Source: an optimization exercise on an open RTL-to-GDS flow (aim: a short achievable clock period and few clock cycles). Production flows keep margins and buffers that such runs may drop.
RTL that was checked went through simulation tests only; none was proved equivalent to the original.
Power and IR drop assume default switching activity.

== job 101 ==
## hart
module hart (
  input  logic                   i_clk,
  input  logic                   i_rst,
  output logic [32-1:0]       o_imem_raddr,
  input  logic [32-1:0]       i_imem_rdata,
  output logic [32-1:0]       o_dmem_addr,
  output logic                   o_dmem_ren,
  output logic                   o_dmem_wen,
  output logic [32-1:0]       o_dmem_wdata,
  input  logic [32-1:0]       i_dmem_rdata,
  output logic                   o_retire_valid,
  output logic [32-1:0]       o_retire_inst,
  output logic                   o_retire_halt,
  output logic [32-1:0]       o_retire_pc,
  output logic [32-1:0]       o_retire_next_pc,
  output logic [5-1:0] o_retire_rd_waddr,
  output logic [32-1:0]       o_retire_rd_wdata,
  output logic [32-1:0]       o_retire_dmem_addr,
  output logic                   o_retire_dmem_ren,
  output logic                   o_retire_dmem_wen,
  output logic [32-1:0]       o_retire_dmem_rdata,
  output logic [32-1:0]       o_retire_dmem_wdata
);
clock: 8.0 ns
lec_check: 0
abc_clock_period_in_ps: 3000
cap_margin: 20
core_margin: 2
core_utilization: 40
place_density: 0.6
setup_slack_margin: 5
slew_margin: 20
run.sh (not shown) runs the stock make flow with config.mk's settings and CLKGATE_MAP_FILE= SYNTH_SCRIPT=/design/flow/synth_recipe.tcl, a recipe that flattens the netlist after the stock synthesis.
Relative to job 101, the following input files were edited for job 102:
- swapping 5 for 4.5 in SETUP_SLACK_MARGIN
Notes after the runs:
- The net switching power of job 102 was superior to that of job 101.
- Job 102 finished end to end and its layout was clean on timing, DRC and antenna.
- Re number of clock buffers in the layout: job 101 was higher than job 102.
- Changes observed in job 102 relative to job 101: non-clock buffer count now sits lower, routed wire length now sits lower, total design power now sits lower, share of final-layout standard cells stronger than drive strength 1 now sits lower.
- Diff job 101 -> job 102 | worst setup slack | increase of 0.26 ns
- A timing startpoint of the critical path of i_imem_rdata[3] is what job 102 shows, while i_imem_rdata[4] belongs to job 101.
No functional check of the RTL was part of any run of this note.

========
== run A ==
hart, a different RTL version from the one above (not shown whole).
Size: ~7700 cells after synthesis, ~2200 flip-flops.
Settings: LEC_CHECK=0, ABC_CLOCK_PERIOD_IN_PS=3000, CAP_MARGIN=20, CORE_MARGIN=2, CORE_UTILIZATION=40, GPL_ROUTABILITY_DRIVEN=0, PLACE_DENSITY=0.6, SETUP_SLACK_MARGIN=5, SLEW_MARGIN=20; clock period 8.0 ns.
Testbench counts of run A, summed over its fixed seeds: cycles 124,071.
Here is what was changed in the inputs of run B compared with run A.
# run A
export LEC_CHECK = 0
export ABC_CLOCK_PERIOD_IN_PS = 3000
export CAP_MARGIN = 20
export CORE_MARGIN = 2
export CORE_UTILIZATION = 40
export GPL_ROUTABILITY_DRIVEN = 0
export PLACE_DENSITY = 0.6
export SETUP_SLACK_MARGIN = 5
export SLEW_MARGIN = 20
create_clock -name core_clock -period 8.0 [get_ports {i_clk}]
# run B
export LEC_CHECK = 0
export ABC_CLOCK_PERIOD_IN_PS = 3000
export CAP_MARGIN = 20
export CORE_MARGIN = 2
export CORE_UTILIZATION = 40
export PLACE_DENSITY = 0.6
export SETUP_SLACK_MARGIN = 5
export SLEW_MARGIN = 20
create_clock -name core_clock -period 8.0 [get_ports {i_clk}]
Comparing run A against run B, there is no change at all in multiplexer share of the synthesized area. Run A → run B: wire length has decreased; layout cell share with drive strength beyond 1 has remained practically unchanged; share of total power in combinational logic went down 0.7 points; number of global-route vias before repair shrank by 586. In the tables for run B and run A, combinational power reads lower with run B. Run B vs run A, timing startpoint of the critical path: ex_fa_s vs ex_fa_o. Sequential share of layout area delta (run B -> run A): insignificant. Run B improves on run A in static leakage power. Of run B and run A, the run reporting the lower worst-margin pin slew was run B.
[inputs] run C vs run B
# run B
export LEC_CHECK = 0
export ABC_CLOCK_PERIOD_IN_PS = 3000
export CAP_MARGIN = 20
export CORE_MARGIN = 2
export CORE_UTILIZATION = 40
export PLACE_DENSITY = 0.6
export SETUP_SLACK_MARGIN = 5
export SLEW_MARGIN = 20
create_clock -name core_clock -period 8.0 [get_ports {i_clk}]
# run C
export LEC_CHECK = 0
export ABC_CLOCK_PERIOD_IN_PS = 3000
export CAP_MARGIN = 20
export CORE_MARGIN = 2
export CORE_UTILIZATION = 40
export PLACE_DENSITY = 0.6
export SETUP_SLACK_MARGIN = 5
export SLEW_MARGIN = 20
export TNS_END_PERCENT = 10
create_clock -name core_clock -period 8.0 [get_ports {i_clk}]
[summary]
Area growth from synthesis to layout (lower): run C
Sequential share of layout area: run C > run B
Any difference in number of H-tree branching levels between run C and run B is small enough to ignore.
On power spent charging and discharging nets: between run B and run C, it ends up lower for run C.
Higher shortest period the worst path allows was reported by run C, not run B.

afterwards: timing with drivers on the ports:
In the flow no input, the clock included, has a driving cell. The finished layouts below were timed again as built, in two steps.
Step 1 assumes that a clkbuf_16 drives the clock port and a buf_2 every other input.
Step 2 moves the port delays by t, midway between the first and last clock arrival at a register: inputs arrive t later, outputs are due t later. That takes back most of the time a late clock gives input paths.
Three values: no drivers, after step 1, after step 2; two values: the first two.
run	t (ns)	slack for setup (ns)	worst data-port slew with drivers (ns)
job 101	0.936	1.820 / 1.869 / 0.933	0.39
job 102	0.924	2.077 / 2.118 / 1.194	0.19
run A	1.008	4.081 / 4.081 / 3.202	0.37
run B	1.002	4.143 / 4.126 / 3.124	0.35
run C	1.010	4.139 / 4.084 / 3.073	0.35
After both steps every run listed still meets setup and hold. For run C, which loses most, drivers alone change the setup slack by -0.055 ns; drivers and shift together by -1.066 ns.
